Background: an optimization exercise with open tools, aiming at small area and a short achievable clock period. Do not read the settings as production practice. At most, simulation tests tie the RTL to the original design; equivalence was not proved. Power figures rest on the tool's default switching activity, not on a simulated workload.

==> garnet: inputs <==
Design async_fifo_1clk, start of the top module:
module async_fifo_1clk (
    input  logic       clk,
    input  logic       rst_n,
    input  logic       winc,
    input  logic [7:0] wdata,
    output logic       wfull,
    output logic       half_full,
    input  logic       rinc,
    output logic [7:0] rdata,
    output logic       rempty,
    output logic       half_empty
);
==> module async_fifo, before the edit <==
module async_fifo (
    input  logic       clk,
    input  logic       rst_n,
    input  logic       winc,
    input  logic [7:0] wdata,
    output logic       wfull,
    output logic       half_full,
    input  logic       rinc,
    output logic [7:0] rdata,
    output logic       rempty,
    output logic       half_empty
);
    logic [7:0]  r_mem [4][64];
    logic [15:0] r_wlo;         
    logic [15:0] r_whi;         
    logic [3:0]  r_rbank;       
    logic [7:0]  r_rlo [4];     
    logic [7:0]  r_rhi [4];     
    logic [7:0]  r_win [4];     
    logic [8:0]  r_lw;
    logic [8:0]  r_lr;
    logic        r_wfull;
    logic        r_half_full;
    logic        r_rempty;
    logic        r_half_empty;
    logic [7:0]  r_rdata;
    logic        w_push;
    logic        w_pop;
    logic        w_pop3;        
    logic        w_push3;       
    logic [8:0]  w_lw_base;
    logic [8:0]  w_lr_base;
    logic [8:0]  w_lw_next;
    logic [8:0]  w_lr_next;
    logic [15:0] w_wsel_hi;     
    logic [3:0]  w_head;        
    logic [7:0]  w_win [4];
    logic [7:0]  w_rdata;
    async_fifo_sync2 #(.DEPTH(3)) u_pop_hist (
        .i_clk (clk), .i_rst_n (rst_n), .i_d (w_pop), .o_q (w_pop3)
    );
    async_fifo_sync2 #(.DEPTH(3)) u_push_hist (
        .i_clk (clk), .i_rst_n (rst_n), .i_d (w_push), .o_q (w_push3)
    );
    always_comb begin
        w_push    = winc & ~r_wfull;
        w_lw_base = r_lw - 9'(w_pop3);
        w_lw_next = w_push ? w_lw_base + 9'd1 : w_lw_base;
        w_wsel_hi = r_whi & {16{~r_wfull}};
    end
    always_ff @(posedge clk or negedge rst_n) begin
        if (!rst_n) begin
            r_wlo       <= 16'd1;
            r_whi       <= 16'd1;
            r_lw        <= '0;
            r_wfull     <= 1'b0;
            r_half_full <= 1'b0;
        end else begin
            if (w_push) begin
                r_wlo <= {r_wlo[14:0], r_wlo[15]};
                if (r_wlo[15]) r_whi <= {r_whi[14:0], r_whi[15]};
            end
            r_lw        <= w_lw_next;
            r_wfull     <= w_lw_next[8];
            r_half_full <= w_lw_next[8] | w_lw_next[7];
        end
    end
    always_ff @(posedge clk) begin
        for (int e = 0; e < 256; e++) begin
            if (w_wsel_hi[e >> 4] && r_wlo[e & 15]) r_mem[e & 3][e >> 2] <= wdata;
        end
    end
    always_comb begin
        w_pop     = rinc & ~r_rempty;
        w_lr_base = r_lr + 9'(w_push3);
        w_lr_next = w_pop ? w_lr_base - 9'd1 : w_lr_base;
        w_head    = w_pop ? {r_rbank[2:0], r_rbank[3]} : r_rbank;
    end
    always_ff @(posedge clk or negedge rst_n) begin
        if (!rst_n) begin
            r_rbank      <= 4'd1;
            for (int b = 0; b < 4; b++) begin
                r_rlo[b] <= 8'd1;
                r_rhi[b] <= 8'd1;
            end
            r_lr         <= '0;
            r_rempty     <= 1'b1;
            r_half_empty <= 1'b1;
        end else begin
            if (w_pop) begin
                r_rbank <= {r_rbank[2:0], r_rbank[3]};
                for (int b = 0; b < 4; b++) begin
                    if (r_rbank[b]) begin
                        r_rlo[b] <= {r_rlo[b][6:0], r_rlo[b][7]};
                        if (r_rlo[b][7]) r_rhi[b] <= {r_rhi[b][6:0], r_rhi[b][7]};
                    end
                end
            end
            r_lr         <= w_lr_next;
            r_rempty     <= (w_lr_next == 9'd0);
            r_half_empty <= ~(w_lr_next[8] | w_lr_next[7]);
        end
    end
    always_comb begin
        for (int b = 0; b < 4; b++) begin
            w_win[b] = '0;
            for (int k = 0; k < 64; k++) begin
                w_win[b] = w_win[b] | (r_mem[b][k] & {8{r_rhi[b][k >> 3] & r_rlo[b][k & 7]}});
            end
        end
        w_rdata = '0;
        for (int b = 0; b < 4; b++) begin
            w_rdata = w_rdata | (r_win[b] & {8{w_head[b]}});
        end
    end
    always_ff @(posedge clk) begin
        for (int b = 0; b < 4; b++) r_win[b] <= w_win[b];
        r_rdata <= w_rdata;
    end
    assign rdata      = r_rdata;
    assign wfull      = r_wfull;
    assign half_full  = r_half_full;
    assign rempty     = r_rempty;
    assign half_empty = r_half_empty;
endmodule
Settings: LEC_CHECK=0, CAP_MARGIN=20, CORE_MARGIN=2, CORE_UTILIZATION=45, SETUP_SLACK_MARGIN=3.4, SLEW_MARGIN=20; clock period 6.0 ns.
run.sh (not shown) runs the stock make flow with config.mk's settings and CLKGATE_MAP_FILE= SYNTH_SCRIPT=/design/flow/synth_recipe.tcl, a recipe that flattens the netlist after the stock synthesis.
==> willow (differences from garnet) <==
--- a/flow/design.v
+++ b/flow/design.v
@@ -31,16 +31,19 @@
 );
     logic [7:0]  r_mem [4][64];
-    logic [15:0] r_wlo;         
-    logic [15:0] r_whi;         
+    logic [15:0] r_wlo_n;       
+    logic [15:0] r_whi_n;       
     logic [3:0]  r_rbank;       
     logic [7:0]  r_rlo [4];     
     logic [7:0]  r_rhi [4];     
-    logic [7:0]  r_win [4];     
+    logic [7:0]  r_win [4][2];  
+    logic [3:0]  r_whalf;       
     logic [8:0]  r_lw;
     logic [8:0]  r_lr;
-    logic        r_wfull;
+    logic        r_wfull;       
+    logic        r_full_i;      
     logic        r_half_full;
-    logic        r_rempty;
-    logic        r_half_empty;
+    logic        r_nempty;      
+    logic        r_empty_i;     
+    logic        r_nhalf_empty;
     logic [7:0]  r_rdata;
     logic        w_push;
@@ -48,11 +51,17 @@
     logic        w_pop3;        
     logic        w_push3;       
-    logic [8:0]  w_lw_base;
-    logic [8:0]  w_lr_base;
+    logic [8:0]  w_lw_inc;
+    logic [8:0]  w_lw_dec;
+    logic [8:0]  w_lr_inc;
+    logic [8:0]  w_lr_dec;
+    logic        w_full_next;
+    logic        w_hfull_next;
+    logic        w_empty_next;
+    logic        w_hempty_next;
     logic [8:0]  w_lw_next;
     logic [8:0]  w_lr_next;
-    logic [15:0] w_wsel_hi;     
+    logic [15:0] w_wsel_hi_n;   
     logic [3:0]  w_head;        
-    logic [7:0]  w_win [4];
+    logic [7:0]  w_win [4][2];
     logic [7:0]  w_rdata;
     async_fifo_sync2 #(.DEPTH(3)) u_pop_hist (
@@ -63,35 +72,51 @@
     );
     always_comb begin
-        w_push    = winc & ~r_wfull;
-        w_lw_base = r_lw - 9'(w_pop3);
-        w_lw_next = w_push ? w_lw_base + 9'd1 : w_lw_base;
-        w_wsel_hi = r_whi & {16{~r_wfull}};
+        w_push    = winc & ~r_full_i;
+        w_lw_inc  = r_lw + 9'd1;
+        w_lw_dec  = r_lw - 9'd1;
+        if (w_push && !w_pop3)      w_lw_next = w_lw_inc;
+        else if (!w_push && w_pop3) w_lw_next = w_lw_dec;
+        else                        w_lw_next = r_lw;
+        w_full_next = (r_lw == 9'd256 && w_push == w_pop3) ||
+                      (r_lw == 9'd255 && w_push && !w_pop3);
+        w_hfull_next = (r_lw[8] | r_lw[7]) ? !(r_lw == 9'd128 && !w_push && w_pop3)
+                                           : (r_lw == 9'd127 && w_push && !w_pop3);
+        w_wsel_hi_n = r_whi_n | {16{r_full_i}};
     end
     always_ff @(posedge clk or negedge rst_n) begin
         if (!rst_n) begin
-            r_wlo       <= 16'd1;
-            r_whi       <= 16'd1;
+            r_wlo_n     <= ~16'd1;
+            r_whi_n     <= ~16'd1;
             r_lw        <= '0;
             r_wfull     <= 1'b0;
+            r_full_i    <= 1'b0;
             r_half_full <= 1'b0;
         end else begin
             if (w_push) begin
-                r_wlo <= {r_wlo[14:0], r_wlo[15]};
-                if (r_wlo[15]) r_whi <= {r_whi[14:0], r_whi[15]};
+                r_wlo_n <= {r_wlo_n[14:0], r_wlo_n[15]};
+                if (!r_wlo_n[15]) r_whi_n <= {r_whi_n[14:0], r_whi_n[15]};
             end
             r_lw        <= w_lw_next;
-            r_wfull     <= w_lw_next[8];
-            r_half_full <= w_lw_next[8] | w_lw_next[7];
+            r_wfull     <= w_full_next;
+            r_full_i    <= (w_lw_next == 9'd256);
+            r_half_full <= w_hfull_next;
         end
     end
     always_ff @(posedge clk) begin
         for (int e = 0; e < 256; e++) begin
-            if (w_wsel_hi[e >> 4] && r_wlo[e & 15]) r_mem[e & 3][e >> 2] <= wdata;
+            if (!w_wsel_hi_n[e >> 4] && !r_wlo_n[e & 15]) r_mem[e & 3][e >> 2] <= wdata;
         end
     end
     always_comb begin
-        w_pop     = rinc & ~r_rempty;
-        w_lr_base = r_lr + 9'(w_push3);
-        w_lr_next = w_pop ? w_lr_base - 9'd1 : w_lr_base;
+        w_pop     = rinc & ~r_empty_i;
+        w_lr_inc  = r_lr + 9'd1;
+        w_lr_dec  = r_lr - 9'd1;
+        if (w_push3 && !w_pop)      w_lr_next = w_lr_inc;
+        else if (!w_push3 && w_pop) w_lr_next = w_lr_dec;
+        else                        w_lr_next = r_lr;
+        w_empty_next = (r_lr == 9'd0 && w_push3 == w_pop) ||
+                       (r_lr == 9'd1 && !w_push3 && w_pop);
+        w_hempty_next = (r_lr[8] | r_lr[7]) ? (r_lr == 9'd128 && !w_push3 && w_pop)
+                                            : !(r_lr == 9'd127 && w_push3 && !w_pop);
         w_head    = w_pop ? {r_rbank[2:0], r_rbank[3]} : r_rbank;
     end
@@ -104,6 +129,7 @@
             end
             r_lr         <= '0;
-            r_rempty     <= 1'b1;
-            r_half_empty <= 1'b1;
+            r_nempty      <= 1'b0;
+            r_empty_i     <= 1'b1;
+            r_nhalf_empty <= 1'b0;
         end else begin
             if (w_pop) begin
@@ -117,22 +143,30 @@
             end
             r_lr         <= w_lr_next;
-            r_rempty     <= (w_lr_next == 9'd0);
-            r_half_empty <= ~(w_lr_next[8] | w_lr_next[7]);
+            r_nempty      <= ~w_empty_next;
+            r_empty_i     <= w_empty_next;
+            r_nhalf_empty <= ~w_hempty_next;
         end
     end
     always_comb begin
         for (int b = 0; b < 4; b++) begin
-            w_win[b] = '0;
-            for (int k = 0; k < 64; k++) begin
-                w_win[b] = w_win[b] | (r_mem[b][k] & {8{r_rhi[b][k >> 3] & r_rlo[b][k & 7]}});
+            for (int h = 0; h < 2; h++) begin
+                w_win[b][h] = '0;
+                for (int j = 0; j < 32; j++) begin
+                    w_win[b][h] = w_win[b][h] |
+                        (r_mem[b][32*h + j] & {8{r_rhi[b][4*h + (j >> 3)] & r_rlo[b][j & 7]}});
+                end
             end
         end
         w_rdata = '0;
         for (int b = 0; b < 4; b++) begin
-            w_rdata = w_rdata | (r_win[b] & {8{w_head[b]}});
+            w_rdata = w_rdata | ((r_whalf[b] ? r_win[b][1] : r_win[b][0]) & {8{w_head[b]}});
         end
     end
     always_ff @(posedge clk) begin
-        for (int b = 0; b < 4; b++) r_win[b] <= w_win[b];
+        for (int b = 0; b < 4; b++) begin
+            r_win[b][0] <= w_win[b][0];
+            r_win[b][1] <= w_win[b][1];
+            r_whalf[b]  <= |r_rhi[b][7:4];
+        end
         r_rdata <= w_rdata;
     end
@@ -140,6 +174,6 @@
     assign wfull      = r_wfull;
     assign half_full  = r_half_full;
-    assign rempty     = r_rempty;
-    assign half_empty = r_half_empty;
+    assign rempty     = ~r_nempty;
+    assign half_empty = ~r_nhalf_empty;
 endmodule
 module async_fifo_1clk (
--- a/flow/config.mk
+++ b/flow/config.mk
@@ -9,4 +9,7 @@
 export CORE_MARGIN = 2
 export CORE_UTILIZATION = 45
-export SETUP_SLACK_MARGIN = 3.4
+export CTS_CLUSTER_DIAMETER = 100
+export CTS_CLUSTER_SIZE = 25
+export SETUP_SLACK_MARGIN = 3.5
 export SLEW_MARGIN = 20
+export TNS_END_PERCENT = 10
==> indigo (differences from garnet) <==
--- a/flow/design.v
+++ b/flow/design.v
@@ -31,6 +31,6 @@
 );
     logic [7:0]  r_mem [4][64];
-    logic [15:0] r_wlo;         
-    logic [15:0] r_whi;         
+    logic [15:0] r_wlo_n;       
+    logic [15:0] r_whi_n;       
     logic [3:0]  r_rbank;       
     logic [7:0]  r_rlo [4];     
@@ -39,8 +39,10 @@
     logic [8:0]  r_lw;
     logic [8:0]  r_lr;
-    logic        r_wfull;
+    logic        r_wfull;       
+    logic        r_nfull_i;     
     logic        r_half_full;
-    logic        r_rempty;
-    logic        r_half_empty;
+    logic        r_nempty;      
+    logic        r_empty_i;     
+    logic        r_nhalf_empty;
     logic [7:0]  r_rdata;
     logic        w_push;
@@ -52,5 +54,5 @@
     logic [8:0]  w_lw_next;
     logic [8:0]  w_lr_next;
-    logic [15:0] w_wsel_hi;     
+    logic [15:0] w_wsel_hi_n;   
     logic [3:0]  w_head;        
     logic [7:0]  w_win [4];
@@ -63,23 +65,25 @@
     );
     always_comb begin
-        w_push    = winc & ~r_wfull;
+        w_push    = winc & r_nfull_i;
         w_lw_base = r_lw - 9'(w_pop3);
         w_lw_next = w_push ? w_lw_base + 9'd1 : w_lw_base;
-        w_wsel_hi = r_whi & {16{~r_wfull}};
+        w_wsel_hi_n = r_whi_n | {16{~r_nfull_i}};
     end
     always_ff @(posedge clk or negedge rst_n) begin
         if (!rst_n) begin
-            r_wlo       <= 16'd1;
-            r_whi       <= 16'd1;
+            r_wlo_n     <= ~16'd1;
+            r_whi_n     <= ~16'd1;
             r_lw        <= '0;
             r_wfull     <= 1'b0;
+            r_nfull_i   <= 1'b1;
             r_half_full <= 1'b0;
         end else begin
             if (w_push) begin
-                r_wlo <= {r_wlo[14:0], r_wlo[15]};
-                if (r_wlo[15]) r_whi <= {r_whi[14:0], r_whi[15]};
+                r_wlo_n <= {r_wlo_n[14:0], r_wlo_n[15]};
+                if (!r_wlo_n[15]) r_whi_n <= {r_whi_n[14:0], r_whi_n[15]};
             end
             r_lw        <= w_lw_next;
-            r_wfull     <= w_lw_next[8];
+            r_wfull     <= (w_lw_next == 9'd256);
+            r_nfull_i   <= ~w_lw_next[8];
             r_half_full <= w_lw_next[8] | w_lw_next[7];
         end
@@ -87,9 +91,9 @@
     always_ff @(posedge clk) begin
         for (int e = 0; e < 256; e++) begin
-            if (w_wsel_hi[e >> 4] && r_wlo[e & 15]) r_mem[e & 3][e >> 2] <= wdata;
+            if (!w_wsel_hi_n[e >> 4] && !r_wlo_n[e & 15]) r_mem[e & 3][e >> 2] <= wdata;
         end
     end
     always_comb begin
-        w_pop     = rinc & ~r_rempty;
+        w_pop     = rinc & ~r_empty_i;
         w_lr_base = r_lr + 9'(w_push3);
         w_lr_next = w_pop ? w_lr_base - 9'd1 : w_lr_base;
@@ -104,6 +108,7 @@
             end
             r_lr         <= '0;
-            r_rempty     <= 1'b1;
-            r_half_empty <= 1'b1;
+            r_nempty      <= 1'b0;
+            r_empty_i     <= 1'b1;
+            r_nhalf_empty <= 1'b0;
         end else begin
             if (w_pop) begin
@@ -117,6 +122,7 @@
             end
             r_lr         <= w_lr_next;
-            r_rempty     <= (w_lr_next == 9'd0);
-            r_half_empty <= ~(w_lr_next[8] | w_lr_next[7]);
+            r_nempty      <= (w_lr_next != 9'd0);
+            r_empty_i     <= (w_lr_next == 9'd0);
+            r_nhalf_empty <= w_lr_next[8] | w_lr_next[7];
         end
     end
@@ -140,6 +146,6 @@
     assign wfull      = r_wfull;
     assign half_full  = r_half_full;
-    assign rempty     = r_rempty;
-    assign half_empty = r_half_empty;
+    assign rempty     = ~r_nempty;
+    assign half_empty = ~r_nhalf_empty;
 endmodule
 module async_fifo_1clk (
--- a/flow/config.mk
+++ b/flow/config.mk
@@ -9,4 +9,4 @@
 export CORE_MARGIN = 2
 export CORE_UTILIZATION = 45
-export SETUP_SLACK_MARGIN = 3.4
+export SETUP_SLACK_MARGIN = 3.55
 export SLEW_MARGIN = 20
==> qor summary <==
metric                                                            indigo                willow              garnet
Buffers plus inverters on the worst setup path                         0                     1                   2
Placed wire-length estimate after detailed placement           166000 um             134000 um           165000 um
Result of the run                                         finished clean        finished clean      finished clean
Capturing element type of the critical path                         flop            output pin                flop
Multi-input combinational cell area                           0.0165 mm2            0.0158 mm2          0.0163 mm2
Horizontal extent of the die                                      432 um                435 um              433 um
Leakage                                                        0.0312 uW             0.0317 uW           0.0294 uW
Total length of routed met2 wires                              129000 um             110000 um           128000 um
Share of layout cells above drive strength 1                       20.4%                 9.35%               14.0%
Cts bufs inserted                                                    216                   101                 216
Worst flop-to-flop path endpoint                      u_fifo.r_win[0][7]  u_fifo.r_mem[190][7]  u_fifo.r_win[2][2]
Least-Margin Pin Slew                                            1.21 ns               1.18 ns             1.28 ns
Initial DRC count                                                   9884                  7111                9574
Max stage delay cell, worst path                                a222oi_1               dfrtp_2             o21ai_0
Multiplexer share of the synthesized area                         0.695%                 1.32%              0.543%
Yosys top cell area share                                          74.6%                 73.5%               74.3%
Placed Cells incl. Taps                                             7230                  7183                7259
Critical path startpoint                              u_fifo.r_rhi[0][1]    u_fifo.r_half_full  u_fifo.r_rlo[2][0]
Critical Path AT                                                 3.41 ns               1.47 ns             3.46 ns
Seq_cells                                                           2218                  2254                2215
Levels on crit path                                                    5                     1                   5
Final Instance Area                                           0.0959 mm2            0.0897 mm2          0.0941 mm2
Met1 wire length                                               105000 um              98100 um           107000 um
Antenna diode count                                                    4                     1                   8
Pin count of the biggest net entering global routing                 155                   157                 142
Clock distribution area overhead in the final layout               7.16%                 3.28%               7.38%
The RTL of indigo was laid out without a check of its function.

-- what the ideal ports hide --
How much do the figures lean on ideal ports? The routed layouts below were timed once more, with nothing changed but the port constraints.
Step 1 (the two cells are an assumption about what drives the block):
set clk [get_ports {clk}]
set_driving_cell -lib_cell sky130_fd_sc_hd__clkbuf_16 $clk
set_driving_cell -lib_cell sky130_fd_sc_hd__buf_2 [delete_from_list [all_inputs] $clk]
Step 2 times the ports against the registers' clock, not the clock port: input delays grow and output delays shrink by t, the midpoint of the rising clock arrivals with the driver on.
Slacks: no drivers / after step 1 / after step 2; pairs: no drivers / after step 1.
run	t, ns	setup slack, ns	hold slack, ns	slew at the worst register clock pin (ns)
garnet	0.939	3.295 / 3.217 / 2.693	0.356 / 0.356 / 0.356	0.07 / 0.07
willow	0.857	3.333 / 3.247 / 2.721	0.361 / 0.361 / 0.361	0.11 / 0.11
indigo	0.938	3.233 / 3.233 / 2.633	0.352 / 0.352 / 0.352	0.07 / 0.07
After both steps setup and hold are still met in every run listed. The setup slack of willow, which loses most, moves by -0.086 ns with the drivers and by -0.612 ns with both steps.
